Context: an optimization exercise on an open-source flow, tuned for small area, a short achievable clock period and few clock cycles. The choices shown serve that exercise and are no tape-out recipe.
At most, simulation tests tie the RTL to the original design; equivalence was not proved.
Power and IR drop assume default switching activity.

==> 03-19 <==
// swu_top
module swu_top #(
   parameter int IFM_WIDTH     = swu_pkg::DEF_IFM_WIDTH,
   parameter int IFM_HEIGHT    = swu_pkg::DEF_IFM_HEIGHT,
   parameter int IFM_CHANNELS  = swu_pkg::DEF_IFM_CHANNELS,
   parameter int KERNEL_HEIGHT = swu_pkg::DEF_KERNEL_HEIGHT,
   parameter int KERNEL_WIDTH  = swu_pkg::DEF_KERNEL_WIDTH,
   parameter int STRIDE_HT     = swu_pkg::DEF_STRIDE_HT,
   parameter int STRIDE_WT     = swu_pkg::DEF_STRIDE_WT
) (
   input  logic                aclk,
   input  logic                aresetn,
   input  swu_pkg::simd_word_t s_axis_tdata_i,
   input  logic                s_axis_tvalid_i,
   output logic                s_axis_tready_o,
   output swu_pkg::simd_word_t m_axis_tdata_o,
   output logic                m_axis_tvalid_o,
   input  logic                m_axis_tready_i
);
==> module swu_window_addr_gen, before the edit <==
module swu_window_addr_gen (
   input  logic        aclk,
   input  logic        aresetn,
   input  logic        step_i,
   output logic [16:0] pos_o,      
   output logic [16:0] pos_inc_o,  
   output logic [3:0]  sel_o       
);
   function automatic logic [16:0] decode(input logic [2:0] oy, input logic [2:0] ox,
                                          input logic [1:0] kh, input logic [1:0] kw,
                                          input logic [1:0] c);
      logic       lk;
      logic [4:0] req;
      logic [5:0] w;
      logic [6:0] wb;
      logic [6:0] wm;
      lk  = kh == 2'd0 && (ox == 3'd0 || kw != 2'd0);
      req = lk ? 5'd0 : (kh == 2'd0) ? 5'd24 + {3'd0, c} : 5'd12 + {1'b0, kw, c};
      w   = {ox, 3'b000} + {2'b00, kw, c};
      wb  = {1'b0, w} + 7'd20;
      wm  = (wb >= 7'd56) ? wb - 7'd56 : (wb >= 7'd28) ? wb - 7'd28 : wb;
      decode = {req, kh != 2'd1, lk, kh == 2'd1,
                oy == 3'd4 && ox == 3'd4 && kh == 2'd2 && kw == 2'd2 && c == 2'd3,
                ox == 3'd4 && kh == 2'd1 && kw == 2'd2 && c == 2'd3,
                wm[4:0],
                (wb >= 7'd28) && (wb < 7'd56),
                ox == 3'd4 && kh == 2'd1 && kw != 2'd0};
   endfunction
   function automatic logic [3:0] rsel(input logic [16:0] d, input logic [2:0] ox,
                                       input logic [1:0] kh, input logic [1:0] kw);
      rsel = {kh == 2'd2, kh == 2'd1, kh == 2'd0 && ox != 3'd0 && kw == 2'd0, d[1]};
   endfunction
   logic [2:0]  oy_q, ox_q, oy_i, ox_i;
   logic [1:0]  kh_q, kw_q, c_q, kh_i, kw_i, c_i;
   logic [16:0] pos_q, pos_n_q;
   logic [3:0]  sel_q, sel_n_q;
   always_comb begin
      oy_i = oy_q;
      ox_i = ox_q;
      kh_i = kh_q;
      kw_i = kw_q;
      c_i  = c_q + 2'd1;
      if (c_q == 2'd3) begin
         kw_i = (kw_q == 2'd2) ? 2'd0 : kw_q + 2'd1;
         if (kw_q == 2'd2) begin
            kh_i = (kh_q == 2'd2) ? 2'd0 : kh_q + 2'd1;
            if (kh_q == 2'd2) begin
               ox_i = (ox_q == 3'd4) ? 3'd0 : ox_q + 3'd1;
               if (ox_q == 3'd4) begin
                  oy_i = (oy_q == 3'd4) ? 3'd0 : oy_q + 3'd1;
               end
            end
         end
      end
   end
   always_ff @(posedge aclk) begin
      if (!aresetn) begin
         oy_q    <= '0;
         ox_q    <= '0;
         kh_q    <= '0;
         kw_q    <= '0;
         c_q     <= 2'd1;
         pos_q   <= decode(3'd0, 3'd0, 2'd0, 2'd0, 2'd0);
         sel_q   <= rsel(decode(3'd0, 3'd0, 2'd0, 2'd0, 2'd0), 3'd0, 2'd0, 2'd0);
         pos_n_q <= decode(3'd0, 3'd0, 2'd0, 2'd0, 2'd1);
         sel_n_q <= rsel(decode(3'd0, 3'd0, 2'd0, 2'd0, 2'd1), 3'd0, 2'd0, 2'd0);
      end else if (step_i) begin
         oy_q    <= oy_i;
         ox_q    <= ox_i;
         kh_q    <= kh_i;
         kw_q    <= kw_i;
         c_q     <= c_i;
         pos_q   <= pos_n_q;
         sel_q   <= sel_n_q;
         pos_n_q <= decode(oy_i, ox_i, kh_i, kw_i, c_i);
         sel_n_q <= rsel(decode(oy_i, ox_i, kh_i, kw_i, c_i), ox_i, kh_i, kw_i);
      end
   end
   assign pos_o     = pos_q;
   assign pos_inc_o = pos_n_q;
   assign sel_o     = sel_q;
endmodule
==> module swu_write_ctrl, before the edit <==
module swu_write_ctrl (
   input  logic       aclk,
   input  logic       aresetn,
   input  logic       adv_i,
   output logic [6:0] cls_o,      
   output logic [6:0] cls_inc_o   
);
   function automatic logic [6:0] classify(input logic [3:0] r, input logic [3:0] p, input logic [1:0] f);
      logic d;
      d = p == 4'd11;
      classify = {r == 4'd11, !d && r == 4'd0, !d && r[0], !d && !r[0] && r != 4'd0,
                  p == 4'd10 && f == 2'd3, r == 4'd11 && p == 4'd11 && f == 2'd3,
                  p == 4'd0 && f == 2'd0};
   endfunction
   logic [3:0] row_q, px_q, row_i, px_i;
   logic [1:0] fold_q, fold_i;
   logic [6:0] cls_q, cls_n_q;
   always_comb begin
      row_i  = row_q;
      px_i   = px_q;
      fold_i = fold_q + 2'd1;
      if (fold_q == 2'd3) begin
         if (px_q == 4'd11) begin
            px_i  = 4'd0;
            row_i = (row_q == 4'd11) ? 4'd0 : row_q + 4'd1;
         end else begin
            px_i = px_q + 4'd1;
         end
      end
   end
   always_ff @(posedge aclk) begin
      if (!aresetn) begin
         row_q   <= '0;
         px_q    <= '0;
         fold_q  <= 2'd1;
         cls_q   <= classify(4'd0, 4'd0, 2'd0);
         cls_n_q <= classify(4'd0, 4'd0, 2'd1);
      end else if (adv_i) begin
         row_q   <= row_i;
         px_q    <= px_i;
         fold_q  <= fold_i;
         cls_q   <= cls_n_q;
         cls_n_q <= classify(row_i, px_i, fold_i);
      end
   end
   assign cls_o     = cls_q;
   assign cls_inc_o = cls_n_q;
endmodule
==> flow/config.mk <==
export PLATFORM = sky130hd
export DESIGN_NAME = swu_top
export DESIGN_NICKNAME = swu_top
export VERILOG_FILES = /design/flow/design.v
export SDC_FILE = /design/flow/constraint.sdc
export NUM_CORES = 4
export LEC_CHECK = 0
export ABC_CLOCK_PERIOD_IN_PS = 2500
export CAP_MARGIN = 20
export CORE_MARGIN = 2
export CORE_UTILIZATION = 60
export SETUP_SLACK_MARGIN = 4.3
export SLEW_MARGIN = 20
==> flow/constraint.sdc <==
create_clock -name core_clock -period 6.5 [get_ports {aclk}]
set_input_delay 1.3000 -clock core_clock [delete_from_list [all_inputs] [get_ports {aclk}]]
set_output_delay 1.3000 -clock core_clock [all_outputs]
set_load 0.01 [all_outputs]
run.sh (not shown) runs the stock make flow with config.mk's settings and CLKGATE_MAP_FILE= SYNTH_SCRIPT=/design/flow/synth_recipe.tcl, a recipe that flattens the netlist after the stock synthesis.
==> 08-08 (differences from 03-19) <==
--- a/flow/design.v
+++ b/flow/design.v
@@ -180,5 +180,5 @@
          kh_q    <= '0;
          kw_q    <= '0;
-         c_q     <= 2'd1;
+         c_q     <= 2'd2;
          pos_q   <= decode(3'd0, 3'd0, 2'd0, 2'd0, 2'd0);
          sel_q   <= rsel(decode(3'd0, 3'd0, 2'd0, 2'd0, 2'd0), 3'd0, 2'd0, 2'd0);
@@ -193,6 +193,6 @@
          pos_q   <= pos_n_q;
          sel_q   <= sel_n_q;
-         pos_n_q <= decode(oy_i, ox_i, kh_i, kw_i, c_i);
-         sel_n_q <= rsel(decode(oy_i, ox_i, kh_i, kw_i, c_i), ox_i, kh_i, kw_i);
+         pos_n_q <= decode(oy_q, ox_q, kh_q, kw_q, c_q);
+         sel_n_q <= rsel(decode(oy_q, ox_q, kh_q, kw_q, c_q), ox_q, kh_q, kw_q);
       end
    end
- CTS_BUF_LIST: default -> sky130_fd_sc_hd__clkbuf_8
- CTS_CLUSTER_DIAMETER: default -> 50
- CTS_CLUSTER_SIZE: default -> 20
==> 04-09 (differences from 03-19) <==
--- a/flow/design.v
+++ b/flow/design.v
@@ -86,5 +86,5 @@
    logic [3:0] row_q, px_q, row_i, px_i;
    logic [1:0] fold_q, fold_i;
-   logic [6:0] cls_q, cls_n_q;
+   logic [6:0] cls_q, cls_i;
    always_comb begin
       row_i  = row_q;
@@ -99,22 +99,21 @@
          end
       end
+      cls_i = classify(row_i, px_i, fold_i);
    end
    always_ff @(posedge aclk) begin
       if (!aresetn) begin
-         row_q   <= '0;
-         px_q    <= '0;
-         fold_q  <= 2'd1;
-         cls_q   <= classify(4'd0, 4'd0, 2'd0);
-         cls_n_q <= classify(4'd0, 4'd0, 2'd1);
+         row_q  <= '0;
+         px_q   <= '0;
+         fold_q <= '0;
+         cls_q  <= classify(4'd0, 4'd0, 2'd0);
       end else if (adv_i) begin
-         row_q   <= row_i;
-         px_q    <= px_i;
-         fold_q  <= fold_i;
-         cls_q   <= cls_n_q;
-         cls_n_q <= classify(row_i, px_i, fold_i);
+         row_q  <= row_i;
+         px_q   <= px_i;
+         fold_q <= fold_i;
+         cls_q  <= cls_i;
       end
    end
    assign cls_o     = cls_q;
-   assign cls_inc_o = cls_n_q;
+   assign cls_inc_o = cls_i;
 endmodule
 `timescale 1ns/1ps
@@ -153,6 +152,6 @@
    logic [2:0]  oy_q, ox_q, oy_i, ox_i;
    logic [1:0]  kh_q, kw_q, c_q, kh_i, kw_i, c_i;
-   logic [16:0] pos_q, pos_n_q;
-   logic [3:0]  sel_q, sel_n_q;
+   logic [16:0] pos_q, pos_i;
+   logic [3:0]  sel_q;
    always_comb begin
       oy_i = oy_q;
@@ -173,30 +172,27 @@
          end
       end
+      pos_i = decode(oy_i, ox_i, kh_i, kw_i, c_i);
    end
    always_ff @(posedge aclk) begin
       if (!aresetn) begin
-         oy_q    <= '0;
-         ox_q    <= '0;
-         kh_q    <= '0;
-         kw_q    <= '0;
-         c_q     <= 2'd1;
-         pos_q   <= decode(3'd0, 3'd0, 2'd0, 2'd0, 2'd0);
-         sel_q   <= rsel(decode(3'd0, 3'd0, 2'd0, 2'd0, 2'd0), 3'd0, 2'd0, 2'd0);
-         pos_n_q <= decode(3'd0, 3'd0, 2'd0, 2'd0, 2'd1);
-         sel_n_q <= rsel(decode(3'd0, 3'd0, 2'd0, 2'd0, 2'd1), 3'd0, 2'd0, 2'd0);
+         oy_q  <= '0;
+         ox_q  <= '0;
+         kh_q  <= '0;
+         kw_q  <= '0;
+         c_q   <= '0;
+         pos_q <= decode(3'd0, 3'd0, 2'd0, 2'd0, 2'd0);
+         sel_q <= rsel(decode(3'd0, 3'd0, 2'd0, 2'd0, 2'd0), 3'd0, 2'd0, 2'd0);
       end else if (step_i) begin
-         oy_q    <= oy_i;
-         ox_q    <= ox_i;
-         kh_q    <= kh_i;
-         kw_q    <= kw_i;
-         c_q     <= c_i;
-         pos_q   <= pos_n_q;
-         sel_q   <= sel_n_q;
-         pos_n_q <= decode(oy_i, ox_i, kh_i, kw_i, c_i);
-         sel_n_q <= rsel(decode(oy_i, ox_i, kh_i, kw_i, c_i), ox_i, kh_i, kw_i);
+         oy_q  <= oy_i;
+         ox_q  <= ox_i;
+         kh_q  <= kh_i;
+         kw_q  <= kw_i;
+         c_q   <= c_i;
+         pos_q <= pos_i;
+         sel_q <= rsel(pos_i, ox_i, kh_i, kw_i);
       end
    end
    assign pos_o     = pos_q;
-   assign pos_inc_o = pos_n_q;
+   assign pos_inc_o = pos_i;
    assign sel_o     = sel_q;
 endmodule
==> summary of the runs <==
Wire length: 08-08 < 03-19 < 04-09. The lowest utilization belongs to 08-08, the highest to 04-09. Between 08-08 and 04-09, the lower area after synthesis is in 04-09 (gap 1.5%, measured against 04-09). Non-clock buffer count, highest first: 04-09, 03-19, 08-08. Clock skew: 03-19 > 04-09 > 08-08. The highest die area belongs to 03-19, the lowest to 04-09. Of 04-09 and 03-19, 03-19 has the higher via count (gap about 1.1%, measured against 03-19).
==> figures <==
Post-synthesis adder-cell area fraction: 04-09 0.653%; 08-08 0.672%; 03-19 0.641%
Fraction of met3 tracks used by global routing: 04-09 3.67%; 08-08 3.22%; 03-19 4.08%
Startpoint of the worst register-to-register path: 04-09 u_window_addr_gen.pos_q[3]; 08-08 dec_q[3]; 03-19 u_window_addr_gen.pos_n_q[3]
Drt first pass iters: 04-09 5; 08-08 5; 03-19 4
Met1 WL: 04-09 35200 um; 08-08 33400 um; 03-19 35400 um
Clock group: 04-09 9.73 mW; 08-08 5.97 mW; 03-19 10.1 mW
Status: 04-09 finished clean; 08-08 finished clean; 03-19 finished clean
Cell count after synthesis: 04-09 2804; 08-08 2863; 03-19 2878
Worst Path Arrival: 04-09 4.40 ns; 08-08 1.30 ns; 03-19 3.39 ns
Power in combinational cells: 04-09 0.353 mW; 08-08 0.390 mW; 03-19 0.358 mW
Maximum fanout along the worst path: 04-09 7; 08-08 2; 03-19 6
Reg2Reg Depth: 04-09 20; 08-08 8; 03-19 14
PD cells: 04-09 419 mW/mm^2; 08-08 376 mW/mm^2; 03-19 425 mW/mm^2
Share of final layout cell area taken by non-clock buffers: 04-09 2.60%; 08-08 1.79%; 03-19 2.08%
Maximum number of pins on one net before global-route repair: 04-09 43; 08-08 42; 03-19 56
Clock power share: 04-09 43.9%; 08-08 32.0%; 03-19 44.5%
Testbench counts of 08-08, summed over its fixed seeds: cycles 55,664.
Testbench counts of 04-09, summed over its fixed seeds: cycles 55,664.
For 03-19, only the layout was checked, not whether the RTL still works.

## separate check: timing with driven ports
In the flow no input, the clock included, has a driving cell. The finished layouts below were timed again as built, in two steps. Step 1 assumes that a clkbuf_16 drives the clock port and a buf_2 every other input. Step 2 also shifts input and output timing later by t, the mid clock arrival at the registers, as if the neighbouring blocks saw the same clock. a / b / c = no drivers / after step 1 / after step 2; a / b = the first two.
run | shift t [ns] | setup WS [ns] | worst slew at a driven data input, ns | cell pins on the clock port's net
03-19 | 0.788 | 3.738 / 3.738 / 3.523 | 0.04 | 1
08-08 | 0.839 | 3.897 / 3.832 / 3.513 | 0.04 | 1
04-09 | 0.797 | 2.755 / 2.755 / 2.750 | 0.12 | 1
After both steps every run listed still meets setup and hold. The setup slack of 08-08, which loses most, moves by -0.065 ns with the drivers and by -0.384 ns with both steps.
